Context: an optimization exercise on an open-source flow, tuned for small area, a short achievable clock period and few clock cycles per item. The choices shown serve that exercise and are no tape-out recipe.
At most, simulation tests tie the RTL to the original design; equivalence was not proved.
For run 1, only the layout was checked, not whether the RTL still works.

## flow/design.v (module list and top-level ports; edited modules follow where they fit)
// module muldiv_router: 260 lines
// module mul_unit: 2342 lines
// module div_prep: 35 lines
// module div_unit: 67 lines
// module rv32m_unit: 140 lines
module rv32m_unit (
    input  logic             clk_i,
    input  logic             arst_n_i,
    input  logic             cmd_valid_i,
    output logic             cmd_ready_o,
    input  logic [2:0]       cmd_op_i,
    input  logic [31:0]      cmd_src1_i,
    input  logic [31:0]      cmd_src2_i,
    input  logic [4:0]       cmd_tag_i,
    output logic             rsp_valid_o,
    input  logic             rsp_ready_i,
    output logic [4:0]       rsp_tag_o,
    output logic [31:0]      rsp_result_o
);
  // ...
==> flow/run.sh <==
#!/bin/bash
# synth_recipe.tcl (not shown) runs the flow's synth.tcl, then flattens the netlist and writes it again
# the make line also repeats each setting of config.mk as NAME=value (left out here)
make -C /OpenROAD-flow-scripts/flow DESIGN_CONFIG=/design/flow/config.mk WORK_HOME=/design/flow/orfs CLKGATE_MAP_FILE= SYNTH_SCRIPT=/design/flow/synth_recipe.tcl finish
==> flow/config.mk <==
export PLATFORM = sky130hd
export DESIGN_NAME = rv32m_unit
export DESIGN_NICKNAME = rv32m_unit
export VERILOG_FILES = /design/flow/design.v
export SDC_FILE = /design/flow/constraint.sdc
export NUM_CORES = 4
export LEC_CHECK = 0
export CAP_MARGIN = 20
export CORE_MARGIN = 2
export CORE_UTILIZATION = 40
export PLACE_DENSITY = 0.6
export SETUP_SLACK_MARGIN = 4.5
export SLEW_MARGIN = 20
==> flow/constraint.sdc <==
create_clock -name core_clock -period 10.0 [get_ports {clk_i}]
set_input_delay 2.0000 -clock core_clock [delete_from_list [all_inputs] [get_ports {clk_i}]]
set_output_delay 2.0000 -clock core_clock [all_outputs]
set_load 0.01 [all_outputs]
==> flow_metrics.env, run 1 <==
export IMPL_track_usage_pct=28.30
export IMPL_hold_buffers=0
export IMPL_drtIter0Drc=6778
export IMPL_gp_congestion=0.9602
export IMPL_min_from="u_router.h_q[1]"
export IMPL_holdWs_ns=0.4561
export IMPL_place_inst=8673
export IMPL_yosysMostFrequentCell="edfxtp_1"
export IMPL_critPathSlowestCell="fa_1"
export IMPL_outcome="complete, no violations"
export IMPL_syn_inst=6746
export IMPL_cp_end_kind="register"
export IMPL_cts_buffers=93
export IMPL_worstPathMaxFanout=29
export IMPL_use_met2_pct=41.68
export IMPL_reg_largest_list="u_mul.cr: 127 flops, g_div.u_div.dvs_q: 99 flops"
export IMPL_grt_ovfl_total=0
export IMPL_synth_area_mux_share_pct=4.187
export IMPL_r2r_end="u_router.w_span[6]"
export IMPL_synth_top_area_cell="edfxtp_1"
export IMPL_postLayoutCellArea_um2=73500
export IMPL_drt_met1_wl_um=100200
export IMPL_synth_top_family_by_area="adder cells"
export IMPL_slowest_delay_ns=0.45
export IMPL_tightest_slew_ns=1.274
export IMPL_seq_area_um2=23410
export IMPL_syn_area_um2=67230
export IMPL_synthAdderAreaFrac_pct=18.79
export IMPL_finalWorstSetupSlack_ns=4.636
export IMPL_clk_share_pct=4.195
export IMPL_start_kind="register"
==> module muldiv_router, before the edit <==
module muldiv_router (
    input  logic                clk_i,
    input  logic                arst_n_i,
    input  logic                cmd_valid_i,
    output logic                cmd_ready_o,
    input  logic [2:0]          cmd_op_i,
    input  logic [31:0]         cmd_src1_i,
    input  logic [31:0]         cmd_src2_i,
    input  logic [4:0]          cmd_tag_i,
    output logic                rsp_valid_o,
    input  logic                rsp_ready_i,
    output logic [4:0]          rsp_tag_o,
    output logic [31:0]         rsp_result_o,
    output logic                mul_valid,
    input  logic                mul_ready,
    output logic [32:0]         mul_x,
    output logic [16:0]         mul_one,
    output logic [16:0]         mul_two,
    output logic [16:0]         mul_neg,
    output logic                mul_hi,
    output logic [4:0]          mul_tag,
    input  logic                mul_rsp_valid,
    output logic                mul_rsp_take,
    input  logic [4:0]          mul_rsp_tag,
    input  logic [31:0]         mul_rsp_result,
    output logic [3-1:0] div_ld,
    output logic [31:0]         div_a,
    output logic                div_sa,
    output logic [31:0]         div_b,
    output logic                div_sb,
    input  logic [31:0]         prep_dvd_mag,
    input  logic [31:0]         prep_dvs_mag,
    input  logic [6:0]          prep_span,
    input  logic                prep_dvs_zero,
    output logic [31:0]         div_dvd_mag,
    output logic [31:0]         div_dvs_mag,
    output logic [6:0]          div_span,
    output logic                div_dvs_zero,
    output logic                div_is_rem,
    output logic                div_neg_q,
    output logic                div_neg_r,
    output logic [4:0]          div_tag,
    input  logic [3-1:0] div_free,
    input  logic [3-1:0] div_done,
    output logic [3-1:0] div_take,
    input  logic [3-1:0][4:0]  div_rsp_tag,
    input  logic [3-1:0][31:0] div_rsp_mag,
    input  logic [3-1:0]       div_rsp_neg
);
    localparam int NC = 3;
    localparam int KW = 3 + 1 + 32 + 1 + 32 + 5;
    localparam int HW = 3 + 1 + 32 + 17 + 17 + 17 + 5;
    logic [KW-1:0] in_e, k_q, nh_raw;
    logic [HW-1:0] nh_e, h_q;
    logic          h_valid, k_valid;
    logic          accept, h_pop;
    logic          h_is_div, div_any_free;
    logic          in_sa, in_sb;
    logic [2:0]    nh_op;
    logic          nh_sa, nh_sb;
    logic [31:0]   nh_a, nh_b;
    logic [4:0]    nh_tag;
    logic [33:0]   nh_y;
    logic [16:0]   nh_one, nh_two, nh_neg;
    logic [2:0]    h_op;
    logic          h_sa;
    logic [31:0]   h_a;
    logic [16:0]   h_one, h_two, h_neg;
    logic [4:0]    h_tag;
    assign in_sa = cmd_src1_i[31] & (cmd_op_i[2] ? !cmd_op_i[0]
                                                 : (cmd_op_i[1:0] == 2'd1 || cmd_op_i[1:0] == 2'd2));
    assign in_sb = cmd_src2_i[31] & (cmd_op_i[2] ? !cmd_op_i[0] : (cmd_op_i[1:0] == 2'd1));
    assign in_e  = {cmd_op_i, in_sa, cmd_src1_i, in_sb, cmd_src2_i, cmd_tag_i};
    assign nh_raw = k_valid ? k_q : in_e;
    assign {nh_op, nh_sa, nh_a, nh_sb, nh_b, nh_tag} = nh_raw;
    assign nh_y   = {nh_sb, nh_sb, nh_b};
    for (genvar i = 0; i < 17; i++) begin : g_rec
        assign nh_neg[i] = nh_y[2*i+1];
        if (i == 0) begin : g_first
            assign nh_one[i] = nh_y[0];
            assign nh_two[i] = nh_y[1] & !nh_y[0];
        end else begin : g_rest
            assign nh_one[i] = nh_y[2*i] ^ nh_y[2*i-1];
            assign nh_two[i] = (nh_y[2*i+1] ^ nh_y[2*i-1]) & !nh_one[i];
        end
    end
    assign nh_e = {nh_op, nh_sa, nh_a, nh_one, nh_two, nh_neg, nh_tag};
    assign {h_op, h_sa, h_a, h_one, h_two, h_neg, h_tag} = h_q;
    assign cmd_ready_o = !k_valid;
    assign accept      = cmd_valid_i && !k_valid;
    assign h_is_div     = h_op[2];
    assign div_any_free = |div_free;
    logic          w_valid, w_pop, w_free;
    logic          w_is_rem, w_neg_q, w_neg_r, w_dvs_zero;
    logic [31:0]   w_dvd_mag, w_dvs_mag;
    logic [6:0]    w_span;
    logic [4:0]    w_tag;
    logic [31:0]   h_b;
    assign w_pop  = w_valid && div_any_free;
    assign w_free = !w_valid || w_pop;
    assign h_pop  = h_valid && (h_is_div ? w_free : mul_ready);
    always_ff @(posedge clk_i or negedge arst_n_i) begin
        if (!arst_n_i) begin
            h_valid <= 1'b0;
            k_valid <= 1'b0;
        end else begin
            if (!h_valid || h_pop) begin
                h_valid <= k_valid || accept;
                k_valid <= 1'b0;
            end else if (accept) begin
                k_valid <= 1'b1;
            end
        end
    end
    always_ff @(posedge clk_i) begin
        if (!h_valid || h_pop) begin
            h_q <= nh_e;
        end
        if (accept && !k_valid) begin
            k_q <= in_e;
        end
    end
    assign mul_valid = h_valid && !h_is_div;
    assign mul_x     = {h_sa, h_a};
    assign mul_one   = h_one;
    assign mul_two   = h_two;
    assign mul_neg   = h_neg;
    assign mul_hi    = (h_op[1:0] != 2'd0);
    assign mul_tag   = h_tag;
    for (genvar i = 0; i < 16; i++) begin : g_unrec
        assign h_b[2*i+1] = h_neg[i];
        if (i == 0) begin : g_first
            assign h_b[0] = h_one[0];
        end else begin : g_rest
            assign h_b[2*i] = h_one[i] ^ h_neg[i-1];
        end
    end
    always_ff @(posedge clk_i or negedge arst_n_i) begin
        if (!arst_n_i) begin
            w_valid <= 1'b0;
        end else if (w_free) begin
            w_valid <= h_valid && h_is_div;
        end
    end
    always_ff @(posedge clk_i) begin
        if (w_free && h_valid && h_is_div) begin
            w_dvd_mag  <= prep_dvd_mag;
            w_dvs_mag  <= prep_dvs_mag;
            w_span     <= prep_span;
            w_dvs_zero <= prep_dvs_zero;
            w_is_rem   <= h_op[1];
            w_neg_q    <= (h_sa ^ h_neg[16]) && !prep_dvs_zero;
            w_neg_r    <= h_sa;
            w_tag      <= h_tag;
        end
    end
    always_comb begin
        logic found;
        found  = 1'b0;
        div_ld = '0;
        for (int i = 0; i < NC; i++) begin
            if (div_free[i] && !found) begin
                div_ld[i] = w_valid;
                found     = 1'b1;
            end
        end
    end
    assign div_a        = h_a;
    assign div_sa       = h_sa;
    assign div_b        = h_b;
    assign div_sb       = h_neg[16];
    assign div_dvd_mag  = w_dvd_mag;
    assign div_dvs_mag  = w_dvs_mag;
    assign div_span     = w_span;
    assign div_dvs_zero = w_dvs_zero;
    assign div_is_rem   = w_is_rem;
    assign div_neg_q    = w_neg_q;
    assign div_neg_r    = w_neg_r;
    assign div_tag      = w_tag;
    logic        out_free, div_any_done;
    logic [4:0]  dsel_tag;
    logic [31:0] dsel_mag;
    logic        dsel_neg;
    logic        dr_valid, dr_load, dr_take;
    logic [4:0]  dr_tag;
    logic [31:0] dr_result;
    logic        out_valid_q;
    logic [4:0]  out_tag_q;
    logic [31:0] out_result_q;
    localparam int WAIT_MAX = 15;
    logic [3:0]  wait_q;
    logic        div_first, div_win;
    assign out_free     = !out_valid_q || rsp_ready_i;
    assign div_any_done = |div_done;
    assign div_first    = (wait_q == WAIT_MAX[3:0]);
    assign div_win      = dr_valid && (div_first || !mul_rsp_valid);
    assign dr_take      = out_free && div_win;
    assign dr_load      = !dr_valid || dr_take;
    always_ff @(posedge clk_i or negedge arst_n_i) begin
        if (!arst_n_i) begin
            wait_q <= '0;
        end else if (!dr_valid || dr_take) begin
            wait_q <= '0;
        end else if (!div_first) begin
            wait_q <= wait_q + 4'd1;
        end
    end
    always_comb begin
        logic found;
        found    = 1'b0;
        div_take = '0;
        dsel_tag = div_rsp_tag[0];
        dsel_mag = div_rsp_mag[0];
        dsel_neg = div_rsp_neg[0];
        for (int i = 0; i < NC; i++) begin
            if (div_done[i] && !found) begin
                div_take[i] = dr_load;
                dsel_tag    = div_rsp_tag[i];
                dsel_mag    = div_rsp_mag[i];
                dsel_neg    = div_rsp_neg[i];
                found       = 1'b1;
            end
        end
    end
    always_ff @(posedge clk_i or negedge arst_n_i) begin
        if (!arst_n_i) begin
            dr_valid <= 1'b0;
        end else if (dr_load) begin
            dr_valid <= div_any_done;
        end
    end
    always_ff @(posedge clk_i) begin
        if (dr_load && div_any_done) begin
            dr_tag    <= dsel_tag;
            dr_result <= dsel_neg ? -dsel_mag : dsel_mag;
        end
    end
    assign mul_rsp_take = out_free && !div_win;
    always_ff @(posedge clk_i or negedge arst_n_i) begin
        if (!arst_n_i) begin
            out_valid_q <= 1'b0;
        end else if (out_free) begin
            out_valid_q <= dr_valid || mul_rsp_valid;
        end
    end
    always_ff @(posedge clk_i) begin
        if (out_free) begin
            if (div_win) begin
                out_tag_q    <= dr_tag;
                out_result_q <= dr_result;
            end else begin
                out_tag_q    <= mul_rsp_tag;
                out_result_q <= mul_rsp_result;
            end
        end
    end
    assign rsp_valid_o  = out_valid_q;
    assign rsp_tag_o    = out_tag_q;
    assign rsp_result_o = out_result_q;
endmodule
==> module div_prep, before the edit <==
module div_prep (
    input  logic [31:0] a,         
    input  logic        sa,        
    input  logic [31:0] b,         
    input  logic        sb,        
    output logic [31:0] dvd_mag,   
    output logic [31:0] dvs_mag,   
    output logic [6:0]  span,      
    output logic        dvs_zero,
    input  logic [31:0] r_dvs_mag,
    input  logic [6:0]  r_span,
    input  logic        r_dvs_zero,
    output logic [32:0] dvs_aln,   
    output logic [31:0] quo_init,  
    output logic        quo_zero   
);
    logic [4:0] steps_m1;          
    function automatic logic [5:0] clz32(input logic [31:0] v);
        clz32 = 6'd32;
        for (int i = 0; i < 32; i++) if (v[i]) clz32 = 6'd31 - i[5:0];
    endfunction
    logic [5:0] lz_a, lz_b;
    assign dvd_mag  = sa ? -a : a;
    assign dvs_mag  = sb ? -b : b;
    assign lz_a     = clz32(a ^ {32{sa}});
    assign lz_b     = clz32(b ^ {32{sb}});
    assign span     = {1'b0, lz_b} - {1'b0, lz_a} + {6'd0, sa};
    assign dvs_zero = (b == 32'd0);
    assign quo_zero = r_span[6];
    assign steps_m1 = (r_span[5] && !r_span[6]) ? 5'd31 : r_span[4:0];
    assign dvs_aln  = {1'b0, r_dvs_mag} << steps_m1;
    assign quo_init = r_dvs_zero ? 32'hffff_ffff
                    : quo_zero   ? 32'h0
                    :              (32'h8000_0000 >> steps_m1);
endmodule
==> module div_unit, before the edit <==
module div_unit (
    input  logic         clk_i,
    input  logic         arst_n_i,
    input  logic         ld,
    input  logic [31:0]  ld_dvd,
    input  logic [32:0]  ld_dvs,
    input  logic [31:0]  ld_quo_init,
    input  logic         ld_dvs_zero,
    input  logic         ld_quo_zero,
    input  logic         ld_is_rem,
    input  logic         ld_neg_q,
    input  logic         ld_neg_r,
    input  logic [4:0]   ld_tag,
    output logic         free,
    output logic         done,
    input  logic         take,
    output logic [4:0]   res_tag,
    output logic [31:0]  res_mag,
    output logic         res_neg
);
    localparam logic [1:0] ST_IDLE = 2'd0;
    localparam logic [1:0] ST_EXEC = 2'd1;
    localparam logic [1:0] ST_DONE = 2'd2;
    logic [1:0]  state;
    logic [31:0] rem_q;      
    logic [32:0] dvs_q;      
    logic [31:0] quo_q;
    logic        is_rem_q, neg_q_q, neg_r_q;
    logic [4:0]  tag_q;
    logic [33:0] diff;
    logic        ge;
    assign diff = {2'b00, rem_q} - {1'b0, dvs_q};
    assign ge   = !diff[33];
    assign free = (state == ST_IDLE) || ((state == ST_DONE) && take);
    assign done = (state == ST_DONE);
    always_ff @(posedge clk_i or negedge arst_n_i) begin
        if (!arst_n_i) begin
            state <= ST_IDLE;
        end else begin
            case (state)
                ST_EXEC: if (quo_q[31]) state <= ST_DONE;   
                default: begin
                    if (ld) state <= (ld_dvs_zero || ld_quo_zero) ? ST_DONE : ST_EXEC;
                    else if (state == ST_DONE && take) state <= ST_IDLE;
                end
            endcase
        end
    end
    always_ff @(posedge clk_i) begin
        if (state == ST_EXEC) begin
            if (ge) rem_q <= diff[31:0];
            quo_q <= {quo_q[30:0], ge};
            dvs_q <= {1'b0, dvs_q[32:1]};
        end else if (ld) begin
            rem_q    <= ld_dvd;
            dvs_q    <= ld_dvs;
            quo_q    <= ld_quo_init;
            is_rem_q <= ld_is_rem;
            neg_q_q  <= ld_neg_q;
            neg_r_q  <= ld_neg_r;
            tag_q    <= ld_tag;
        end
    end
    assign res_tag = tag_q;
    assign res_mag = is_rem_q ? rem_q : quo_q;
    assign res_neg = is_rem_q ? neg_r_q : neg_q_q;
endmodule
==> module rv32m_unit, before the edit <==
module rv32m_unit (
    input  logic             clk_i,
    input  logic             arst_n_i,
    input  logic             cmd_valid_i,
    output logic             cmd_ready_o,
    input  logic [2:0]       cmd_op_i,
    input  logic [31:0]      cmd_src1_i,
    input  logic [31:0]      cmd_src2_i,
    input  logic [4:0]       cmd_tag_i,
    output logic             rsp_valid_o,
    input  logic             rsp_ready_i,
    output logic [4:0]       rsp_tag_o,
    output logic [31:0]      rsp_result_o
);
    localparam int NC = 3;
    logic        mul_valid, mul_ready, mul_hi;
    logic [32:0] mul_x;
    logic [16:0] mul_one, mul_two, mul_neg;
    logic [4:0]  mul_tag;
    logic        mul_rsp_valid, mul_rsp_take;
    logic [4:0]  mul_rsp_tag;
    logic [31:0] mul_rsp_result;
    logic [NC-1:0] div_ld, div_free, div_done, div_take;
    logic [31:0]   div_a, div_b;
    logic          div_sa, div_sb;
    logic [31:0]   prep_dvd_mag, prep_dvs_mag, div_dvd_mag, div_dvs_mag;
    logic [6:0]    prep_span, div_span;
    logic          prep_dvs_zero, div_dvs_zero;
    logic [32:0]   prep_dvs;
    logic [31:0]   prep_quo_init;
    logic          prep_quo_zero;
    logic          div_is_rem, div_neg_q, div_neg_r;
    logic [4:0]    div_tag;
    logic [NC-1:0][4:0]  div_rsp_tag;
    logic [NC-1:0][31:0] div_rsp_mag;
    logic [NC-1:0]       div_rsp_neg;
    muldiv_router u_router (
        .clk_i          (clk_i),
        .arst_n_i       (arst_n_i),
        .cmd_valid_i    (cmd_valid_i),
        .cmd_ready_o    (cmd_ready_o),
        .cmd_op_i       (cmd_op_i),
        .cmd_src1_i     (cmd_src1_i),
        .cmd_src2_i     (cmd_src2_i),
        .cmd_tag_i      (cmd_tag_i),
        .rsp_valid_o    (rsp_valid_o),
        .rsp_ready_i    (rsp_ready_i),
        .rsp_tag_o      (rsp_tag_o),
        .rsp_result_o   (rsp_result_o),
        .mul_valid      (mul_valid),
        .mul_ready      (mul_ready),
        .mul_x          (mul_x),
        .mul_one        (mul_one),
        .mul_two        (mul_two),
        .mul_neg        (mul_neg),
        .mul_hi         (mul_hi),
        .mul_tag        (mul_tag),
        .mul_rsp_valid  (mul_rsp_valid),
        .mul_rsp_take   (mul_rsp_take),
        .mul_rsp_tag    (mul_rsp_tag),
        .mul_rsp_result (mul_rsp_result),
        .div_ld         (div_ld),
        .div_a          (div_a),
        .div_sa         (div_sa),
        .div_b          (div_b),
        .div_sb         (div_sb),
        .prep_dvd_mag   (prep_dvd_mag),
        .prep_dvs_mag   (prep_dvs_mag),
        .prep_span      (prep_span),
        .prep_dvs_zero  (prep_dvs_zero),
        .div_dvd_mag    (div_dvd_mag),
        .div_dvs_mag    (div_dvs_mag),
        .div_span       (div_span),
        .div_dvs_zero   (div_dvs_zero),
        .div_is_rem     (div_is_rem),
        .div_neg_q      (div_neg_q),
        .div_neg_r      (div_neg_r),
        .div_tag        (div_tag),
        .div_free       (div_free),
        .div_done       (div_done),
        .div_take       (div_take),
        .div_rsp_tag    (div_rsp_tag),
        .div_rsp_mag    (div_rsp_mag),
        .div_rsp_neg    (div_rsp_neg)
    );
    mul_unit u_mul (
        .clk_i      (clk_i),
        .arst_n_i   (arst_n_i),
        .in_valid   (mul_valid),
        .in_ready   (mul_ready),
        .in_x       (mul_x),
        .in_one     (mul_one),
        .in_two     (mul_two),
        .in_neg     (mul_neg),
        .in_hi      (mul_hi),
        .in_tag     (mul_tag),
        .out_valid  (mul_rsp_valid),
        .out_take   (mul_rsp_take),
        .out_tag    (mul_rsp_tag),
        .out_result (mul_rsp_result)
    );
    div_prep u_prep (
        .a        (div_a),
        .sa       (div_sa),
        .b        (div_b),
        .sb       (div_sb),
        .dvd_mag  (prep_dvd_mag),
        .dvs_mag  (prep_dvs_mag),
        .span     (prep_span),
        .dvs_zero (prep_dvs_zero),
        .r_dvs_mag(div_dvs_mag),
        .r_span   (div_span),
        .r_dvs_zero(div_dvs_zero),
        .dvs_aln  (prep_dvs),
        .quo_init (prep_quo_init),
        .quo_zero (prep_quo_zero)
    );
    for (genvar i = 0; i < NC; i++) begin : g_div
        div_unit u_div (
            .clk_i     (clk_i),
            .arst_n_i  (arst_n_i),
            .ld        (div_ld[i]),
            .ld_dvd    (div_dvd_mag),
            .ld_dvs    (prep_dvs),
            .ld_quo_init (prep_quo_init),
            .ld_dvs_zero (div_dvs_zero),
            .ld_quo_zero (prep_quo_zero),
            .ld_is_rem (div_is_rem),
            .ld_neg_q  (div_neg_q),
            .ld_neg_r  (div_neg_r),
            .ld_tag    (div_tag),
            .free      (div_free[i]),
            .done      (div_done[i]),
            .take      (div_take[i]),
            .res_tag   (div_rsp_tag[i]),
            .res_mag   (div_rsp_mag[i]),
            .res_neg   (div_rsp_neg[i])
        );
    end
endmodule
==> inputs of run 2 (changes only) <==
--- a/flow/design.v
+++ b/flow/design.v
@@ -44,2 +44,4 @@
     input  logic [3-1:0] div_free,
+    input  logic [3-1:0] div_idle_n,
+    input  logic [3-1:0] div_done_n,
     input  logic [3-1:0] div_done,
@@ -51,19 +53,9 @@
     localparam int NC = 3;
-    localparam int KW = 3 + 1 + 32 + 1 + 32 + 5;
-    localparam int HW = 3 + 1 + 32 + 17 + 17 + 17 + 5;
-    logic [KW-1:0] in_e, k_q, nh_raw;
-    logic [HW-1:0] nh_e, h_q;
-    logic          h_valid, k_valid;
-    logic          accept, h_pop;
-    logic          h_is_div, div_any_free;
+    logic          ready_q, accept, h_valid, h_pop, h_is_div;
     logic          in_sa, in_sb;
-    logic [2:0]    nh_op;
-    logic          nh_sa, nh_sb;
-    logic [31:0]   nh_a, nh_b;
-    logic [4:0]    nh_tag;
-    logic [33:0]   nh_y;
-    logic [16:0]   nh_one, nh_two, nh_neg;
+    logic [33:0]   in_y;
+    logic [16:0]   in_one, in_two, in_neg;
     logic [2:0]    h_op;
     logic          h_sa;
-    logic [31:0]   h_a;
+    logic [31:0]   h_a, h_b;
     logic [16:0]   h_one, h_two, h_neg;
@@ -73,23 +65,28 @@
     assign in_sb = cmd_src2_i[31] & (cmd_op_i[2] ? !cmd_op_i[0] : (cmd_op_i[1:0] == 2'd1));
-    assign in_e  = {cmd_op_i, in_sa, cmd_src1_i, in_sb, cmd_src2_i, cmd_tag_i};
-    assign nh_raw = k_valid ? k_q : in_e;
-    assign {nh_op, nh_sa, nh_a, nh_sb, nh_b, nh_tag} = nh_raw;
-    assign nh_y   = {nh_sb, nh_sb, nh_b};
+    assign in_y  = {in_sb, in_sb, cmd_src2_i};
     for (genvar i = 0; i < 17; i++) begin : g_rec
-        assign nh_neg[i] = nh_y[2*i+1];
+        assign in_neg[i] = in_y[2*i+1];
         if (i == 0) begin : g_first
-            assign nh_one[i] = nh_y[0];
-            assign nh_two[i] = nh_y[1] & !nh_y[0];
+            assign in_one[i] = in_y[0];
+            assign in_two[i] = in_y[1] & !in_y[0];
         end else begin : g_rest
-            assign nh_one[i] = nh_y[2*i] ^ nh_y[2*i-1];
-            assign nh_two[i] = (nh_y[2*i+1] ^ nh_y[2*i-1]) & !nh_one[i];
+            assign in_one[i] = in_y[2*i] ^ in_y[2*i-1];
+            assign in_two[i] = (in_y[2*i+1] ^ in_y[2*i-1]) & !in_one[i];
         end
     end
-    assign nh_e = {nh_op, nh_sa, nh_a, nh_one, nh_two, nh_neg, nh_tag};
-    assign {h_op, h_sa, h_a, h_one, h_two, h_neg, h_tag} = h_q;
-    assign cmd_ready_o = !k_valid;
-    assign accept      = cmd_valid_i && !k_valid;
-    assign h_is_div     = h_op[2];
-    assign div_any_free = |div_free;
-    logic          w_valid, w_pop, w_free;
+    assign cmd_ready_o = ready_q;
+    assign accept      = cmd_valid_i && ready_q;
+    assign h_is_div    = h_op[2];
+    always_ff @(posedge clk_i) begin
+        if (accept) begin
+            h_op  <= cmd_op_i;
+            h_sa  <= in_sa;
+            h_a   <= cmd_src1_i;
+            h_one <= in_one;
+            h_two <= in_two;
+            h_neg <= in_neg;
+            h_tag <= cmd_tag_i;
+        end
+    end
+    logic          w_valid, w_pop, w_free, div_any_free;
     logic          w_is_rem, w_neg_q, w_neg_r, w_dvs_zero;
@@ -98,27 +95,6 @@
     logic [4:0]    w_tag;
-    logic [31:0]   h_b;
-    assign w_pop  = w_valid && div_any_free;
-    assign w_free = !w_valid || w_pop;
-    assign h_pop  = h_valid && (h_is_div ? w_free : mul_ready);
-    always_ff @(posedge clk_i or negedge arst_n_i) begin
-        if (!arst_n_i) begin
-            h_valid <= 1'b0;
-            k_valid <= 1'b0;
-        end else begin
-            if (!h_valid || h_pop) begin
-                h_valid <= k_valid || accept;
-                k_valid <= 1'b0;
-            end else if (accept) begin
-                k_valid <= 1'b1;
-            end
-        end
-    end
-    always_ff @(posedge clk_i) begin
-        if (!h_valid || h_pop) begin
-            h_q <= nh_e;
-        end
-        if (accept && !k_valid) begin
-            k_q <= in_e;
-        end
-    end
+    assign div_any_free = |div_free;
+    assign w_pop        = w_valid && div_any_free;
+    assign w_free       = !w_valid || w_pop;
+    assign h_pop        = h_valid && (h_is_div ? w_free : mul_ready);
     assign mul_valid = h_valid && !h_is_div;
@@ -180,30 +156,10 @@
     assign div_tag      = w_tag;
-    logic        out_free, div_any_done;
-    logic [4:0]  dsel_tag;
-    logic [31:0] dsel_mag;
-    logic        dsel_neg;
-    logic        dr_valid, dr_load, dr_take;
-    logic [4:0]  dr_tag;
-    logic [31:0] dr_result;
-    logic        out_valid_q;
-    logic [4:0]  out_tag_q;
-    logic [31:0] out_result_q;
     localparam int WAIT_MAX = 15;
-    logic [3:0]  wait_q;
+    logic        div_any_done, dr_valid, dr_load, dr_take;
+    logic [4:0]  dsel_tag, dr_tag;
+    logic [31:0] dsel_mag, dr_result;
+    logic        dsel_neg;
+    logic [3:0]  wait_q, wait_n;
     logic        div_first, div_win;
-    assign out_free     = !out_valid_q || rsp_ready_i;
     assign div_any_done = |div_done;
-    assign div_first    = (wait_q == WAIT_MAX[3:0]);
-    assign div_win      = dr_valid && (div_first || !mul_rsp_valid);
-    assign dr_take      = out_free && div_win;
-    assign dr_load      = !dr_valid || dr_take;
-    always_ff @(posedge clk_i or negedge arst_n_i) begin
-        if (!arst_n_i) begin
-            wait_q <= '0;
-        end else if (!dr_valid || dr_take) begin
-            wait_q <= '0;
-        end else if (!div_first) begin
-            wait_q <= wait_q + 4'd1;
-        end
-    end
     always_comb begin
@@ -238,8 +194,31 @@
     end
-    assign mul_rsp_take = out_free && !div_win;
+    logic        o_valid, s_valid, o_fire, q_space, new_valid;
+    logic [4:0]  o_tag, s_tag, new_tag;
+    logic [31:0] o_result, s_result, new_result;
+    assign o_fire  = o_valid && rsp_ready_i;
+    assign q_space = !s_valid || o_fire;
+    assign div_first    = (wait_q == WAIT_MAX[3:0]);
+    assign div_win      = dr_valid && (div_first || !mul_rsp_valid);
+    assign dr_take      = q_space && div_win;
+    assign dr_load      = !dr_valid || dr_take;
+    assign mul_rsp_take = q_space && !div_win;
+    assign new_valid  = div_win || mul_rsp_valid;
+    assign new_tag    = div_win ? dr_tag : mul_rsp_tag;
+    assign new_result = div_win ? dr_result : mul_rsp_result;
+    assign wait_n = (!dr_valid || dr_take) ? 4'd0
+                  : div_first              ? wait_q
+                  :                          wait_q + 4'd1;
     always_ff @(posedge clk_i or negedge arst_n_i) begin
         if (!arst_n_i) begin
-            out_valid_q <= 1'b0;
-        end else if (out_free) begin
-            out_valid_q <= dr_valid || mul_rsp_valid;
+            wait_q  <= '0;
+            o_valid <= 1'b0;
+            s_valid <= 1'b0;
+        end else begin
+            wait_q <= wait_n;
+            if (!o_valid || o_fire) begin
+                o_valid <= s_valid || new_valid;
+                s_valid <= s_valid && new_valid;
+            end else if (!s_valid) begin
+                s_valid <= new_valid;
+            end
         end
@@ -247,15 +226,40 @@
     always_ff @(posedge clk_i) begin
-        if (out_free) begin
-            if (div_win) begin
-                out_tag_q    <= dr_tag;
-                out_result_q <= dr_result;
-            end else begin
-                out_tag_q    <= mul_rsp_tag;
-                out_result_q <= mul_rsp_result;
-            end
+        if (!o_valid || o_fire) begin
+            o_tag    <= s_valid ? s_tag : new_tag;
+            o_result <= s_valid ? s_result : new_result;
+        end
+        if (q_space && (s_valid || (o_valid && !o_fire))) begin
+            s_tag    <= new_tag;
+            s_result <= new_result;
+        end
+    end
+    assign rsp_valid_o  = o_valid;
+    assign rsp_tag_o    = o_tag;
+    assign rsp_result_o = o_result;
+    logic h_valid_n, h_is_div_n, c_valid_n, s_valid_n, w_valid_n, dr_valid_n;
+    logic mul_ok_n, div_ok_n;
+    assign h_valid_n  = accept || (h_valid && !h_pop);
+    assign h_is_div_n = accept ? cmd_op_i[2] : h_is_div;
+    assign c_valid_n  = mul_ready ? mul_valid : mul_rsp_valid;
+    assign s_valid_n  = (!o_valid || o_fire) ? (s_valid && new_valid)
+                      : (!s_valid)           ? new_valid
+                      :                        s_valid;
+    assign w_valid_n  = w_free ? (h_valid && h_is_div) : w_valid;
+    assign mul_ok_n   = !c_valid_n || (!s_valid_n && (wait_n != WAIT_MAX[3:0]));
+    assign dr_valid_n = dr_load ? div_any_done : dr_valid;
+    assign div_ok_n   = !w_valid_n || (|div_idle_n) || ((|div_done_n) && !dr_valid_n);
+    always_ff @(posedge clk_i or negedge arst_n_i) begin
+        if (!arst_n_i) begin
+            ready_q <= 1'b0;
+        end else begin
+            ready_q <= !h_valid_n || (h_is_div_n ? div_ok_n : mul_ok_n);
+        end
+    end
+    always_ff @(posedge clk_i or negedge arst_n_i) begin
+        if (!arst_n_i) begin
+            h_valid <= 1'b0;
+        end else begin
+            h_valid <= h_valid_n;
         end
     end
-    assign rsp_valid_o  = out_valid_q;
-    assign rsp_tag_o    = out_tag_q;
-    assign rsp_result_o = out_result_q;
 endmodule
@@ -2623,4 +2627,17 @@
     function automatic logic [5:0] clz32(input logic [31:0] v);
-        clz32 = 6'd32;
-        for (int i = 0; i < 32; i++) if (v[i]) clz32 = 6'd31 - i[5:0];
+        logic [15:0] v16;
+        logic [7:0]  v8;
+        logic [3:0]  v4;
+        logic [1:0]  v2;
+        logic        z16, z8, z4, z2, z1;
+        z16 = (v[31:16] == 16'd0);
+        v16 = z16 ? v[15:0] : v[31:16];
+        z8  = (v16[15:8] == 8'd0);
+        v8  = z8 ? v16[7:0] : v16[15:8];
+        z4  = (v8[7:4] == 4'd0);
+        v4  = z4 ? v8[3:0] : v8[7:4];
+        z2  = (v4[3:2] == 2'd0);
+        v2  = z2 ? v4[1:0] : v4[3:2];
+        z1  = !v2[1];
+        clz32 = (v == 32'd0) ? 6'd32 : {1'b0, z16, z8, z4, z2, z1};
     endfunction
@@ -2654,2 +2671,4 @@
     output logic         free,
+    output logic         idle_n,      
+    output logic         done_n,      
     output logic         done,
@@ -2675,2 +2694,5 @@
     assign done = (state == ST_DONE);
+    assign idle_n = !ld && ((state == ST_IDLE) || ((state == ST_DONE) && take));
+    assign done_n = ld ? (ld_dvs_zero || ld_quo_zero)
+                       : ((state == ST_EXEC) ? quo_q[31] : ((state == ST_DONE) && !take));
     always_ff @(posedge clk_i or negedge arst_n_i) begin
@@ -2689,2 +2711,6 @@
     always_ff @(posedge clk_i) begin
+        if (ld) dvs_q <= ld_dvs;
+        else    dvs_q <= {1'b0, dvs_q[32:1]};
+    end
+    always_ff @(posedge clk_i) begin
         if (state == ST_EXEC) begin
@@ -2692,6 +2718,4 @@
             quo_q <= {quo_q[30:0], ge};
-            dvs_q <= {1'b0, dvs_q[32:1]};
         end else if (ld) begin
             rem_q    <= ld_dvd;
-            dvs_q    <= ld_dvs;
             quo_q    <= ld_quo_init;
@@ -2730,3 +2754,3 @@
     logic [31:0] mul_rsp_result;
-    logic [NC-1:0] div_ld, div_free, div_done, div_take;
+    logic [NC-1:0] div_ld, div_free, div_idle_n, div_done_n, div_done, div_take;
     logic [31:0]   div_a, div_b;
@@ -2787,2 +2811,4 @@
         .div_free       (div_free),
+        .div_idle_n     (div_idle_n),
+        .div_done_n     (div_done_n),
         .div_done       (div_done),
@@ -2840,2 +2866,4 @@
             .free      (div_free[i]),
+            .idle_n    (div_idle_n[i]),
+            .done_n    (div_done_n[i]),
             .done      (div_done[i]),
--- a/flow/config.mk
+++ b/flow/config.mk
@@ -9,5 +9,5 @@
 export CORE_MARGIN = 2
-export CORE_UTILIZATION = 40
-export PLACE_DENSITY = 0.6
-export SETUP_SLACK_MARGIN = 4.5
+export CORE_UTILIZATION = 55
+export PLACE_DENSITY = 0.7
+export SETUP_SLACK_MARGIN = 5
 export SLEW_MARGIN = 20
==> run 2 against run 1 <==
  * Register-to-register slack gained 0.36 ns
  * Clock skew grew 0.0039 ns
  * Synthesized cell count grew 0.18%
  * Non-clock buffer count grew 37
  * Critical endpoint unchanged
  * Utilization grew 17 points
  * Still clean
  * Largest cell class unchanged
  * Final cell count shrank 7.2%
  * Final area shrank 2.8%
  * Via count grew 0.91%
  * Routed wire length shrank 7.0%
==> flow_metrics.env, run 2 <==
export IMPL_fin_crit_ns=5.007
export IMPL_final_cell_mix="706 x xnor2_1, 631 x edfxtp_1, 630 x inv_1, 519 x nand2_1, 515 x a22oi_1"
export IMPL_hold_viol=0
export IMPL_r2r_setup_slack_ns=4.99
export IMPL_cts_tree="done"
export IMPL_synth_compound_area_share_pct=16.79
export IMPL_rsz0062_at_grt="true"
export IMPL_worstPathMaxFanout=19
export IMPL_final_common_cell="xnor2_1"
export IMPL_synth_top_cell_area_share_pct=28.92
export IMPL_areaGrowthSynthToFinish_pct=9.109
export IMPL_synth_cell_type_count=96
export IMPL_outcome="complete, no violations"
export IMPL_fmax_ghz=0.1997
export IMPL_synthAdderAreaFrac_pct=19.30
export IMPL_vias_per_cell=6.567
export IMPL_max_slew_margin_pct=8.073
export IMPL_tightest_slew_ns=1.368
export IMPL_multi_input_area_um2=39830
export IMPL_worstPathArrival_ns=5.46
export IMPL_slew_viol_final=0
export IMPL_r2r_end="u_router.w_span[6]"
export IMPL_syn_inst=6758
export IMPL_antenna_left=0
export IMPL_firstDrtPassIters=7
export IMPL_crit_type="reg -> reg"
export IMPL_vias=53890
export IMPL_fill_cells=9948
export IMPL_synth_seq_cells=747
export IMPL_htree_num_levels=3
export IMPL_grt_pass1_wl_um=337900
export IMPL_synth_xor_area_share_pct=11.04
export IMPL_synth_top_family_by_area="adder cells"
export IMPL_drc=0
export IMPL_cts_clk_slew_worst_paths_ns=0.06
export IMPL_seq_area_um2=21360
export IMPL_detail_route_wl_per_cell_um=27.86
export IMPL_core_area_um2=118100
export IMPL_portBuffers=114
export IMPL_synth_top_area_cell="edfxtp_1"
export IMPL_hold_path_depth=2
export IMPL_yosysMostFrequentCell="xnor2_1"
export IMPL_synthSimpleGateAreaFrac_pct=9.630
export IMPL_reg_largest_list="u_mul.cr: 127 flops, g_div.u_div.dvs_q: 99 flops"
export IMPL_grt_ovfl_total=0
export IMPL_synth_common_cells="707 x xnor2_1, 634 x inv_1, 631 x edfxtp_1"
export IMPL_layout_drive_gt1_share_pct=7.035
export IMPL_synth_flop_cell="edfxtp_1"
export IMPL_setup_tns_ns=0
export IMPL_avgSynthCellArea_um2=9.694
export IMPL_antenna_found_initial=14
export IMPL_fp_row_count=126
export IMPL_setup_violations=0
export IMPL_r2r_start="u_router.h_neg[6]"
export IMPL_worstPathRequired_ns=10.45
export IMPL_rr_worst_depth=24
export IMPL_largest_register="u_mul.cr"
export IMPL_finalCritPeriodShare_pct=50.07
export IMPL_clock_latency_ns=0.74
export IMPL_synth_area_mux_share_pct=3.673
export IMPL_start_kind="register"
export IMPL_final_util_pct=60.53
export IMPL_largest_reg_flops=127
export IMPL_die_area_um2=121900
export IMPL_clock_skew_ns=0.06091
export IMPL_yosysSeqAreaShare_pct=32.60
export IMPL_fin_nets=7396
export IMPL_min_from="g_div[1].u_div.dvs_q[31]"
export IMPL_drt_wl_total_um=228600
export IMPL_die_w_um=349.1
export IMPL_cp_end_kind="register"
export IMPL_hp_class="reg -> reg"
export IMPL_holdPathEnd="g_div[1].u_div.dvs_q[30]"
export IMPL_track_usage_pct=37.24
export IMPL_ys_warnings_count=4
export IMPL_syn_area_um2=65510
export IMPL_ys_top_cells_by_area="edfxtp_1 29%, fa_1 15%, xnor2_1 9.5%"
export IMPL_ioPinCount=115
export IMPL_synth_edff_count=631
export IMPL_hold_buffers=0
export IMPL_cts_sinks=747
export IMPL_die_h_um=349.1
export IMPL_initial_core_util_pct=55.48
export IMPL_grt_max_degree=98
export IMPL_gp_congestion=0.9791
export IMPL_cts_root_buf="clkbuf_16"
export IMPL_async_flop_share_pct=2.276
export IMPL_cts_buffers=86
export IMPL_cts_buffer_depth=3
export IMPL_drv_cap=0
export IMPL_grt_pass1_vias=53310
export IMPL_dp_hpwl_um=153600
export IMPL_drtIter0Drc=7247
export IMPL_syn_nets=7558
==> run 2: cell types whose count changed in the layout (fill, tap and decap cells not counted), moves of 29 or more <==
cell and delta:
o21ai_0 +31, edfxtp_1 -133, xor2_1 +29, inv_1 -37, dfxtp_1 +96
==> run 2: worst max path at each step <==
stage                            start            endpoint  slack, ns
global route        u_router.h_one[15]  u_router.w_span[6]       4.72
global placement     u_router.h_neg[9]  u_router.w_span[6]       3.52
finish               u_router.h_neg[6]  u_router.w_span[6]       4.99
detailed placement   u_router.h_neg[9]  u_router.w_span[6]       3.57
CTS                 u_router.h_one[15]  u_router.w_span[6]       4.97
floorplan                  rsp_ready_i          u_mul.c_hi       3.99
==> run 2: timing repair <==
action	CTS	global route
setup endpoints to repair	47	79
pin swaps	4	8
cloned	4	2
resized for setup	68	57
setup buffers	17	22
==> run 2: cell families after synthesis <==
kind of cell,count (synthesis)
AOI/OAI and AO/OA,1681
and+or+nand+nor,1356
adders and majority gates,725
buffers and inverters,1194
DFF,747
muxes,229
xor gates and xnor gates,826
==> run 2: layout make-up <==
type / count / share of cell area, %
Clock inverter: 39 / 0.6880
Clock buffer: 120 / 3.422
Tap cell: 1536 / 2.689
Timing Repair Buffer: 296 / 4.058
Sequential cell: 747 / 29.88
Inverter: 646 / 3.499
Multi-Input combinational cell: 4817 / 55.73
Timing Repair inverter: 2 / 0.02451
Antenna cell: 4 / 0.01400
==> run 2: layer usage <==
layer | track usage [%] | wire length (µm)
met1 | 48.96 | 87300
met2 | 54.41 | 96710
met3 | 10.90 | 28600
met4 | 22.29 | 15900
met5 | 0 | 117
==> run 2: stage by stage <==
step / cells / area, µm² / hold WS (ns) / setup slack [ns]
detailed placement: 7998 / 67600 / 0.4401 / 3.568
global route: 8203 / 71470 / 0.4697 / 4.717
CTS: 8178 / 71000 / 0.4265 / 4.972
global placement: 7998 / 67600 / 0.4370 / 3.525
finish: 8207 / 71480 / 0.4179 / 4.993
floorplan: 6758 / 65670 / 0.4183 / 3.986
==> run 2: worst max-delay path, stage by stage, from the launching register on <==
cell and delay (ns):
edfxtp_1 0.37, buf_6 0.22, inv_6 0.26, buf_4 0.37
ha_1 0.42, nor4_1 0.31, nand2_1 0.08, o21ai_0 0.16
o2111ai_1 0.34, a21oi_1 0.25, nor2b_1 0.07, o22a_1 0.20
o21ai_1 0.09, a21o_1 0.11, ha_1 0.22, inv_1 0.06
ha_2 0.17, inv_1 0.05, fa_2 0.35, inv_1 0.06
a21o_1 0.12, a21oi_2 0.06, o21bai_1 0.12, a21oi_1 0.09
xor2_1 0.14
Testbench counts of run 2, summed over its fixed seeds: cycles 2,202, items 1,920.
==> inputs of run 3 (changes only) <==
--- a/flow/config.mk
+++ b/flow/config.mk
@@ -9,4 +9,5 @@
 export CORE_MARGIN = 2
-export CORE_UTILIZATION = 55
-export PLACE_DENSITY = 0.7
+export CORE_UTILIZATION = 40
+export CTS_BUF_LIST = sky130_fd_sc_hd__clkbuf_4 sky130_fd_sc_hd__clkbuf_8
+export PLACE_DENSITY = 0.6
 export SETUP_SLACK_MARGIN = 5
==> run 3 against run 2 <==
  * Critical path depth unchanged
  * Via count up 0.50%
  * Highest routed layer unchanged
  * Sequential cell count unchanged
  * Worst hold slack better by 0.029 ns
==> flow_metrics.env, run 3 <==
export IMPL_detail_route_wl_per_cell_um=27.40
export IMPL_antenna_found_initial=10
export IMPL_cts_buffers=143
export IMPL_gp_congestion=0.9559
export IMPL_grt_util_met3_pct=8.394
export IMPL_cts_sinks=747
export IMPL_antenna_left=0
export IMPL_cts_buffer_depth=3
export IMPL_post_place_ws_ns=3.605
export IMPL_use_met2_pct=42.81
export IMPL_vias_per_cell=6.042
export IMPL_crit_type="reg -> reg"
export IMPL_outcome="complete, no violations"
export IMPL_fin_crit_ns=4.939
export IMPL_setup_tns_ns=0
export IMPL_grt_max_degree=134
export IMPL_fin_nets=7469
export IMPL_finalCritPeriodShare_pct=49.39
export IMPL_fmax_ghz=0.2025
export IMPL_drc=0
export IMPL_cp_end_kind="register"
export IMPL_layout_drive_gt1_share_pct=8.698
export IMPL_final_cell_mix="704 x xnor2_1, 631 x edfxtp_1, 629 x inv_1, 520 x nand2_1, 516 x a22oi_1"
export IMPL_ioPinCount=115
export IMPL_grtUsageMet1_pct=37.73
export IMPL_track_usage_pct=28.61
export IMPL_synth_cell_type_count=96
export IMPL_die_h_um=408.7
export IMPL_largest_register="u_mul.cr"
export IMPL_tightest_slew_ns=1.193
export IMPL_syn_nets=7558
export IMPL_final_common_cell="xnor2_1"
export IMPL_cts_clk_slew_worst_paths_ns=0.07
export IMPL_clock_latency_ns=0.92
export IMPL_reg_largest_list="u_mul.cr: 127 flops, g_div.u_div.dvs_q: 99 flops"
export IMPL_largest_reg_flops=127
export IMPL_drv_cap=0
export IMPL_areaGrowthSynthToFinish_pct=10.99
export IMPL_drt_wl_total_um=245600
export IMPL_start_kind="register"
export IMPL_die_area_um2=167000
export IMPL_ys_top_cells_by_area="edfxtp_1 29%, fa_1 15%, xnor2_1 9.5%"
export IMPL_core_area_um2=162800
export IMPL_grt_pass1_wl_um=356200
export IMPL_cts_root_buf="clkbuf_8"
export IMPL_syn_area_um2=65510
export IMPL_finalWorstSetupSlack_ns=5.061
export IMPL_busiest_layer="met2"
export IMPL_max_slew_margin_pct=19.79
export IMPL_drtIter0Drc=6496
export IMPL_htree_num_levels=4
export IMPL_dp_hpwl_um=161900
export IMPL_grt_pass1_vias=53350
export IMPL_synth_top_cell_area_share_pct=28.92
export IMPL_clock_skew_ns=0.08884
export IMPL_firstDrtPassIters=9
export IMPL_slew_viol_final=0
export IMPL_synth_edff_count=631
export IMPL_synth_flop_cell="edfxtp_1"
export IMPL_die_w_um=408.7
export IMPL_grt_ovfl_total=0
export IMPL_hp_class="reg -> reg"
export IMPL_worstPathArrival_ns=5.53
export IMPL_synth_top_area_cell="edfxtp_1"
export IMPL_portBuffers=114
export IMPL_ys_warnings_count=4
export IMPL_postLayoutCellArea_um2=72710
export IMPL_hold_viol=0
export IMPL_avgSynthCellArea_um2=9.694
export IMPL_rsz0062_at_grt="true"
export IMPL_fp_row_count=148
export IMPL_synth_common_cells="707 x xnor2_1, 634 x inv_1, 631 x edfxtp_1"
export IMPL_syn_inst=6758
export IMPL_setup_violations=0
export IMPL_async_flop_share_pct=2.276
export IMPL_worstPathMaxFanout=35
export IMPL_cts_tree="done"
export IMPL_worstPathRequired_ns=10.59
export IMPL_synth_seq_cells=747
export IMPL_yosysMostFrequentCell="xnor2_1"
export IMPL_yosysSeqAreaShare_pct=32.60
export IMPL_initial_core_util_pct=40.25
export IMPL_vias=54160
export IMPL_dpl_cell_area_um2=68460
-- run 3: cell types whose count changed in the layout (fill, tap and decap cells not counted), moves of 5 or more --
cell	change
clkbuf_4	+34
clkinv_1	+20
clkbuf_1	-19
clkbuf_8	+148
clkinv_4	-5
inv_8	+7
clkinv_2	+8
clkbuf_16	-84
clkinv_16	-5
buf_12	+8
-- run 3: path summary, 6_finish.rpt --
path | startpoint | endpoint | slack (ns) | depth (start not counted)
max | u_router.h_one[8] | u_router.w_span[6] | 5.06 | 24
min | g_div[0].u_div.dvs_q[4] | g_div[0].u_div.dvs_q[3] | 0.45 | 2
max reg2reg | u_router.h_one[8] | u_router.w_span[6] | 5.06 | 24
min reg2reg | g_div[0].u_div.dvs_q[4] | g_div[0].u_div.dvs_q[3] | 0.45 | 2
max in group asynchronous | arst_n_i | u_router.s_valid | 7.89 | 1
min in group asynchronous | arst_n_i | u_router.wait_q[2] | 1.55 | 1
-- run 3: critical path, stage by stage, from the launching register on --
cell      delay (ns)
edfxtp_1        0.33
clkbuf_8        0.34
inv_1           0.09
ha_1            0.35
nor2_1          0.21
a21oi_1         0.12
nor3b_4         0.29
and3_4          0.27
mux4_2          0.53
nor2_2          0.13
a21oi_2         0.07
a21oi_1         0.15
o21ai_1         0.09
a21o_1          0.16
ha_1            0.27
inv_1           0.06
ha_2            0.17
inv_1           0.06
fa_2            0.34
inv_1           0.06
a21o_1          0.12
a21oi_2         0.06
o21bai_1        0.12
a21oi_1         0.08
xor2_1          0.14
-- run 3: area by class of cell --
type	instances	area, µm²
Fill cell	15490	90060
Timing Repair Buffer	312	3163
Multi-Input combinational cell	4817	39900
Timing Repair inverter	2	22.52
Clock inverter	64	575.6
Tap cell	2175	2721
Antenna cell	6	15.01
Sequential cell	747	21360
Inverter	646	2491
Clock buffer	195	2465
-- run 3: what timing repair did --
item	in CTS	in global routing
buffers inserted	7	39
hold buffers	0	0
pin swaps	3	12
setup endpoints to repair	75	67
gates resized for setup	42	115
gates cloned	0	8
-- run 3: logic make-up (layout without fill, tap and decap cells) --
| kind of cell | Yosys count | after routing | synth area share, % |
|---|---|---|---|
| AO/OA/AOI/OAI | 1681 | 1681 | 16.79 |
| AND/OR/NAND/NOR | 1356 | 1356 | 9.630 |
| buffers and inverters | 1194 | 1219 | 6.966 |
| XOR/XNOR | 826 | 826 | 11.04 |
| flip-flops | 747 | 747 | 32.60 |
| adder cells (fa/ha/maj) | 725 | 725 | 19.30 |
| multiplexers | 229 | 229 | 3.673 |
| other | 0 | 6 | 0 |
-- run 3: routing by layer --
metal	share of wire (%)	vias up
met5	0.028	-
met1	40	26520
li1	-	23380
met2	43	3429
met3	12	829
met4	5.6	10
-- run 3: stage by stage --
stage | hold WS, ns | cells | util (%)
after floorplan | 0.4183 | 6758 | -
after global placement | 0.4354 | 8643 | 42.06
after detailed placement | 0.4430 | 8643 | 42.06
after CTS | 0.4507 | 8909 | 44.06
after global routing | 0.4588 | 8960 | 44.66
final | 0.4470 | 8964 | 44.67
==> inputs of run 4 (changes only) <==
==> flow/flow/run.sh (new file) <==
#!/bin/bash
set -euo pipefail
bash standard.sh SETUP_SLACK_MARGIN=5.35 finish > standard_flow.log 2>&1
==> flow/standard.sh (new file) <==
#!/bin/bash
# synth_recipe.tcl (not shown) runs the flow's synth.tcl, then flattens the netlist and writes it again
# the make line also repeats each setting of config.mk as NAME=value (left out here)
make -C /OpenROAD-flow-scripts/flow DESIGN_CONFIG=/design/flow/config.mk WORK_HOME=/design/flow/orfs CLKGATE_MAP_FILE= SYNTH_SCRIPT=/design/flow/synth_recipe.tcl "${@:-finish}"
removed: flow/run.sh
==> run 4 against run 3 <==
  * Non-clock buffer count is 34 higher
  * First-iteration DRC count rose by 5.9%
  * Area after synthesis stayed put
  * Synthesized cell count unchanged
  * Global-route usage up 0.31 points
  * Critical path type unchanged
  * Critical endpoint unchanged
==> flow_metrics.env, run 4 <==
export IMPL_firstDrtPassIters=7
export IMPL_die_h_um=408.7
export IMPL_grt_max_degree=134
export IMPL_rr_worst_depth=25
export IMPL_outcome="complete, no violations"
export IMPL_portBuffers=114
export IMPL_drt_wl_total_um=249900
export IMPL_htree_num_levels=4
export IMPL_post_place_ws_ns=3.642
export IMPL_antenna_left=0
export IMPL_setup_violations=0
export IMPL_cts_root_buf="clkbuf_8"
export IMPL_yosysSeqAreaShare_pct=32.60
export IMPL_dp_hpwl_um=162400
export IMPL_critPathSlowestCell="or4_1"
export IMPL_yosysMostFrequentCell="xnor2_1"
export IMPL_detail_route_wl_per_cell_um=27.77
export IMPL_busiest_layer="met2"
export IMPL_r2r_start="u_router.h_one[15]"
export IMPL_grt_ovfl_total=0
export IMPL_hold_viol=0
export IMPL_fp_row_count=148
export IMPL_cts_sinks=747
export IMPL_fin_crit_ns=5.000
export IMPL_antenna_found_initial=8
export IMPL_seq_area_um2=21360
export IMPL_grt_util_met3_pct=8.301
export IMPL_synth_edff_count=631
export IMPL_die_w_um=408.7
export IMPL_hold_buffers=0
export IMPL_slew_viol_final=0
export IMPL_grt_pass1_vias=53170
export IMPL_ys_warnings_count=4
export IMPL_track_usage_pct=28.92
export IMPL_cp_end_kind="register"
export IMPL_hold_path_depth=2
export IMPL_crit_type="reg -> reg"
export IMPL_synth_common_cells="707 x xnor2_1, 634 x inv_1, 631 x edfxtp_1"
export IMPL_drc=0
export IMPL_syn_area_um2=65510
export IMPL_gp_congestion=0.9463
export IMPL_min_from="g_div[0].u_div.dvs_q[5]"
export IMPL_avgSynthCellArea_um2=9.694
export IMPL_start_kind="register"
export IMPL_final_cell_mix="695 x xnor2_1, 631 x edfxtp_1, 622 x inv_1, 520 x nand2_1, 487 x a22oi_1"
export IMPL_vias_per_cell=6.005
export IMPL_cts_clk_slew_worst_paths_ns=0.07
export IMPL_fin_nets=7503
export IMPL_fmax_ghz=0.2000
export IMPL_worstPathMaxFanout=5
export IMPL_die_area_um2=167000
export IMPL_synth_top_cell_area_share_pct=28.92
export IMPL_synth_top_area_cell="edfxtp_1"
export IMPL_areaGrowthSynthToFinish_pct=12.82
export IMPL_cts_buffer_depth=3
export IMPL_reg_largest_list="u_mul.cr: 127 flops, g_div.u_div.dvs_q: 99 flops"
export IMPL_endpoint="u_router.w_span[6]"
export IMPL_synth_seq_cells=747
export IMPL_drv_cap=0
export IMPL_largest_register="u_mul.cr"
export IMPL_async_flop_share_pct=2.276
export IMPL_fill_cells=15280
export IMPL_clock_skew_ns=0.05387
export IMPL_finalWorstSetupSlack_ns=5.000
export IMPL_clock_latency_ns=0.90
export IMPL_tightest_slew_ns=1.271
export IMPL_finalCritPeriodShare_pct=50.00
export IMPL_setup_tns_ns=0
export IMPL_drtIter0Drc=6880
export IMPL_layout_drive_gt1_share_pct=9.953
export IMPL_cts_buffers=143
export IMPL_cts_tree="done"
export IMPL_worstPathRequired_ns=10.63
export IMPL_synth_cell_type_count=96
export IMPL_initial_core_util_pct=40.25
export IMPL_grtUsageMet1_pct=38.37
export IMPL_syn_inst=6758
export IMPL_final_common_cell="xnor2_1"
export IMPL_r2r_setup_slack_ns=5.00
export IMPL_slowest_delay_ns=0.51
export IMPL_use_met2_pct=43.03
export IMPL_ioPinCount=115
export IMPL_largest_reg_flops=127
export IMPL_multi_input_area_um2=40150
export IMPL_synth_flop_cell="edfxtp_1"
export IMPL_core_area_um2=162800
export IMPL_grt_pass1_wl_um=358300
export IMPL_r2r_end="u_router.w_span[6]"
export IMPL_ys_top_cells_by_area="edfxtp_1 29%, fa_1 15%, xnor2_1 9.5%"
export IMPL_rsz0062_at_grt="true"
export IMPL_vias=54050
export IMPL_final_util_pct=45.41
export IMPL_hp_class="reg -> reg"
export IMPL_worstPathArrival_ns=5.63
export IMPL_max_slew_margin_pct=14.59
export IMPL_crit_path_start="u_router.h_one[15]"
export IMPL_syn_nets=7558
==> run 4: metal layers <==
layer / share of wire, % / vias to the layer above
met4: 5.9 / 12
met5: 0.046 / -
met1: 40 / 26620
met2: 43 / 3212
met3: 11 / 780
li1: - / 23430
==> run 4: per-stage QoR <==
step / std cells / instance area [µm²] / hold slack [ns]
6_report: 9001 / 73910 / 0.4441
5_1_grt: 9000 / 73910 / 0.4750
4_1_cts: 8944 / 72590 / 0.4500
3_5_place_dp: 8641 / 68500 / 0.4385
3_3_place_gp: 8641 / 68500 / 0.4366
2_1_floorplan: 6758 / 65760 / 0.4183
==> run 4: worst min-delay path by stage <==
stage / slack, ns / end
finish: 0.44 / g_div[0].u_div.dvs_q[4]
floorplan: 0.42 / u_router.w_is_rem
global route: 0.48 / g_div[2].u_div.dvs_q[9]
detailed placement: 0.44 / g_div[0].u_div.dvs_q[25]
CTS: 0.45 / g_div[0].u_div.dvs_q[4]
global placement: 0.44 / g_div[0].u_div.dvs_q[31]
==> run 4: cell families after synthesis <==
family,synth area share (%)
buffers and inverters,6.966
xor gates and xnor gates,11.04
DFF,32.60
adders and majority gates,19.30
muxes,3.673
and+or+nand+nor,9.630
AOI/OAI and AO/OA,16.79
==> run 4: what timing repair did <==
item	in CTS	in global routing
gates cloned	7	13
resized for setup	185	165
pin swaps	26	33
buffers inserted	32	37
setup endpoints to repair	98	177
==> run 4: worst max-delay path: cells and delay by family (launching register included) <==
kind | cells | cell delay, ns
compound gates | 9 | 1.41
xor+xnor | 1 | 0.14
fa+ha+maj | 4 | 0.88
buf+inv | 6 | 0.55
flops | 1 | 0.43
simple gates | 5 | 1.35
==> run 4: final cells by class <==
| class | instances | area share [%] |
|---|---|---|
| multi-input cells | 4817 | 54.33 |
| well taps | 2175 | 3.682 |
| clock buffers | 195 | 3.318 |
| diodes | 4 | 0.01354 |
| flip-flops and latches | 747 | 28.90 |
| repair inverters | 2 | 0.01862 |
| clock inverters | 69 | 0.6772 |
| repair buffers | 346 | 5.644 |
| inverters | 646 | 3.421 |
==> inputs of run 5 (changes only) <==
==> flow/run.sh (new file) <==
#!/bin/bash
# synth_recipe.tcl (not shown) runs the flow's synth.tcl, then flattens the netlist and writes it again
# the make line also repeats each setting of config.mk as NAME=value (left out here)
make -C /OpenROAD-flow-scripts/flow DESIGN_CONFIG=/design/flow/config.mk WORK_HOME=/design/flow/orfs CLKGATE_MAP_FILE= SYNTH_SCRIPT=/design/flow/synth_recipe.tcl finish
--- a/flow/config.mk
+++ b/flow/config.mk
@@ -10,3 +10,2 @@
 export CORE_UTILIZATION = 40
-export CTS_BUF_LIST = sky130_fd_sc_hd__clkbuf_4 sky130_fd_sc_hd__clkbuf_8
 export PLACE_DENSITY = 0.6
removed: flow/flow/run.sh
removed: flow/standard.sh
==> run 5 against run 4 <==
  * Sequential cell count is the same
  * Global-route usage fell by 0.36 points
  * Via count fell by 0.50%
  * Largest cell class unchanged
  * Fmax up 0.75%
  * Register-to-register slack improved by 0.04 ns
  * Count of clock-buffer cells in the layout is 77 lower
==> flow_metrics.env, run 5 <==
export IMPL_outcome="complete, no violations"
export IMPL_rr_worst_depth=12
export IMPL_clock_skew_ns=0.04806
export IMPL_yosysMostFrequentCell="xnor2_1"
export IMPL_holdWs_ns=0.4235
export IMPL_largest_register="u_mul.cr"
export IMPL_largest_reg_flops=127
export IMPL_cts_buffers=89
export IMPL_avgSynthCellArea_um2=9.694
export IMPL_start_kind="register"
export IMPL_drt_wl_total_um=246800
export IMPL_cts_clk_slew_worst_paths_ns=0.06
export IMPL_htree_num_levels=3
export IMPL_fmax_ghz=0.2015
export IMPL_slew_viol_final=0
export IMPL_final_common_cell="xnor2_1"
export IMPL_fin_crit_ns=4.963
export IMPL_grt_ovfl_total=0
export IMPL_layout_drive_gt1_share_pct=7.753
export IMPL_antenna_found_initial=9
export IMPL_synth_top_cell_area_share_pct=28.92
export IMPL_drv_cap=0
export IMPL_syn_area_um2=65510
export IMPL_setup_tns_ns=0
export IMPL_gp_congestion=0.9559
export IMPL_hp_class="reg -> reg"
export IMPL_hold_path_depth=2
export IMPL_firstDrtPassIters=6
export IMPL_final_cell_mix="704 x xnor2_1, 631 x edfxtp_1, 626 x inv_1, 520 x nand2_1, 516 x a22oi_1"
export IMPL_reg_largest_list="u_mul.cr: 127 flops, g_div.u_div.dvs_q: 99 flops"
export IMPL_synth_edff_count=631
export IMPL_grt_pass1_wl_um=355800
export IMPL_syn_nets=7558
export IMPL_detail_route_wl_per_cell_um=27.78
export IMPL_worstPathMaxFanout=40
export IMPL_worstPathRequired_ns=10.42
export IMPL_die_w_um=408.7
export IMPL_max_slew_margin_pct=17.32
export IMPL_setup_violations=0
export IMPL_synth_flop_cell="edfxtp_1"
export IMPL_die_area_um2=167000
export IMPL_holdPathEnd="g_div[0].u_div.dvs_q[1]"
export IMPL_synth_top_area_cell="edfxtp_1"
export IMPL_cts_sinks=747
export IMPL_initial_core_util_pct=40.25
export IMPL_finalCritPeriodShare_pct=49.63
export IMPL_crit_type="reg -> reg"
export IMPL_core_area_um2=162800
export IMPL_hold_viol=0
export IMPL_fin_nets=7432
export IMPL_cts_tree="done"
export IMPL_syn_inst=6758
export IMPL_vias_per_cell=6.053
export IMPL_vias=53780
export IMPL_rsz0062_at_grt="true"
export IMPL_fp_row_count=148
export IMPL_r2r_end="u_mul.cr[61]"
export IMPL_worstPathArrival_ns=5.39
export IMPL_synth_seq_cells=747
export IMPL_cts_buffer_depth=3
export IMPL_min_from="g_div[0].u_div.dvs_q[2]"
export IMPL_grt_max_degree=134
export IMPL_clock_latency_ns=0.73
export IMPL_synth_cell_type_count=96
export IMPL_portBuffers=114
export IMPL_cts_root_buf="clkbuf_16"
export IMPL_die_h_um=408.7
export IMPL_synth_common_cells="707 x xnor2_1, 634 x inv_1, 631 x edfxtp_1"
export IMPL_ioPinCount=115
export IMPL_drtIter0Drc=6487
export IMPL_r2r_start="u_router.h_a[19]"
export IMPL_hold_buffers=0
export IMPL_drc=0
export IMPL_areaGrowthSynthToFinish_pct=11.34
export IMPL_r2r_setup_slack_ns=5.04
export IMPL_dp_hpwl_um=161900
export IMPL_cp_end_kind="register"
export IMPL_grt_pass1_vias=52990
export IMPL_ys_top_cells_by_area="edfxtp_1 29%, fa_1 15%, xnor2_1 9.5%"
export IMPL_tightest_slew_ns=1.230
export IMPL_antenna_left=0
export IMPL_async_flop_share_pct=2.276
export IMPL_yosysSeqAreaShare_pct=32.60
export IMPL_track_usage_pct=28.55
export IMPL_ys_warnings_count=4
[run 5: repair_timing]
action | 4_1_cts | 5_1_grt
cloned | 1 | 12
pin swaps | 3 | 21
endpoints found under the hold margin | 0 | 0
endpoints found under the setup margin | 75 | 49
buffers inserted | 8 | 50
gates resized for setup | 45 | 134
[run 5: metrics by stage]
step / setup slack (ns) / util [%] / area, µm² / std cells
after CTS: 4.857 / 44.08 / 71740 / 8818
after detailed placement: 3.605 / 42.06 / 68460 / 8643
final: 5.037 / 44.81 / 72940 / 8886
after floorplan: 3.986 / - / 65670 / 6758
after global placement: 3.592 / 42.06 / 68460 / 8643
after global routing: 4.817 / 44.80 / 72930 / 8882
[run 5: area by class of cell]
cell class,count,area [µm²]
Sequential cell,747,21360
Inverter,646,2497
Multi-Input combinational cell,4817,39920
Clock inverter,48,579.3
Antenna cell,4,10.01
Timing Repair inverter,3,27.53
Fill cell,15410,89830
Clock buffer,118,2441
Timing Repair Buffer,328,3383
Tap cell,2175,2721
[run 5: cell families after synthesis]
| kind of cell | after synthesis | share of synthesized area (%) |
|---|---|---|
| mux | 229 | 3.673 |
| fa+ha+maj | 725 | 19.30 |
| simple gates | 1356 | 9.630 |
| buf+inv | 1194 | 6.966 |
| compound gates | 1681 | 16.79 |
| flops | 747 | 32.60 |
| xor+xnor | 826 | 11.04 |
[run 5: worst max-delay path by stage]
stage / endpoint / from
6_report: u_mul.cr[61] / u_router.h_a[19]
4_1_cts: u_router.w_span[6] / u_router.h_neg[14]
2_1_floorplan: u_mul.c_hi / rsp_ready_i
3_5_place_dp: u_router.w_span[6] / u_router.h_neg[9]
5_1_grt: u_router.w_span[6] / u_router.h_one[10]
3_3_place_gp: u_router.w_span[6] / u_router.h_neg[9]
[run 5: critical path, stage by stage, from the launching register on]
cell and delay (ns):
edfxtp_1 0.32, buf_4 0.68, a22oi_1 0.23, xnor2_1 0.25, fa_1 0.48, fa_1 0.56
inv_1 0.06, fa_1 0.47, inv_1 0.05, fa_1 0.48, inv_1 0.06, fa_1 0.51
fa_1 0.46
[run 5: layer usage]
metal / up-vias / track usage (%) / routed length (µm)
met5: - / 0.2299 / 172
met4: 16 / 13.36 / 13480
met3: 737 / 8.128 / 28840
met2: 3384 / 43.02 / 106200
met1: 26360 / 37.81 / 98110
li1: 23280 / - / -

re-timing with driven ports:
The flow's constraints put no driver on any port. The routed layouts listed below were extracted and timed again, unchanged, in two steps.
Step 1 (the two cells are an assumption about what drives the block):
set clk [get_ports {clk_i}]
set_driving_cell -lib_cell sky130_fd_sc_hd__clkbuf_16 $clk
set_driving_cell -lib_cell sky130_fd_sc_hd__buf_2 [delete_from_list [all_inputs] $clk]
Step 2, shift: input delay + t, output delay - t, t = (earliest + latest rising clock arrival at the registers) / 2. This alone moves slack from input paths to output paths.
Three values: no drivers, after step 1, after step 2; two values: the first two.
run | t, ns | setup slack, ns | worst setup path at the end | latest minus earliest clock arrival (ns) | worst slew at a driven data input, ns
run 1 | 0.813 | 4.636 / 4.636 / 4.249 | input to register | 0.066 / 0.066 | 0.05
run 2 | 0.793 | 4.993 / 4.993 / 4.504 | input to register | 0.063 / 0.064 | 0.07
run 3 | 0.962 | 5.061 / 5.061 / 4.396 | input to register | 0.089 / 0.088 | 0.09
run 4 | 0.958 | 5.000 / 5.000 / 4.563 | input to register | 0.054 / 0.054 | 0.10
run 5 | 0.792 | 5.037 / 5.037 / 4.486 | input to register | 0.048 / 0.048 | 0.10
After both steps setup and hold are still met in every run listed. For run 3, which loses most, drivers alone change the setup slack by 0.000 ns; drivers and shift together by -0.665 ns.
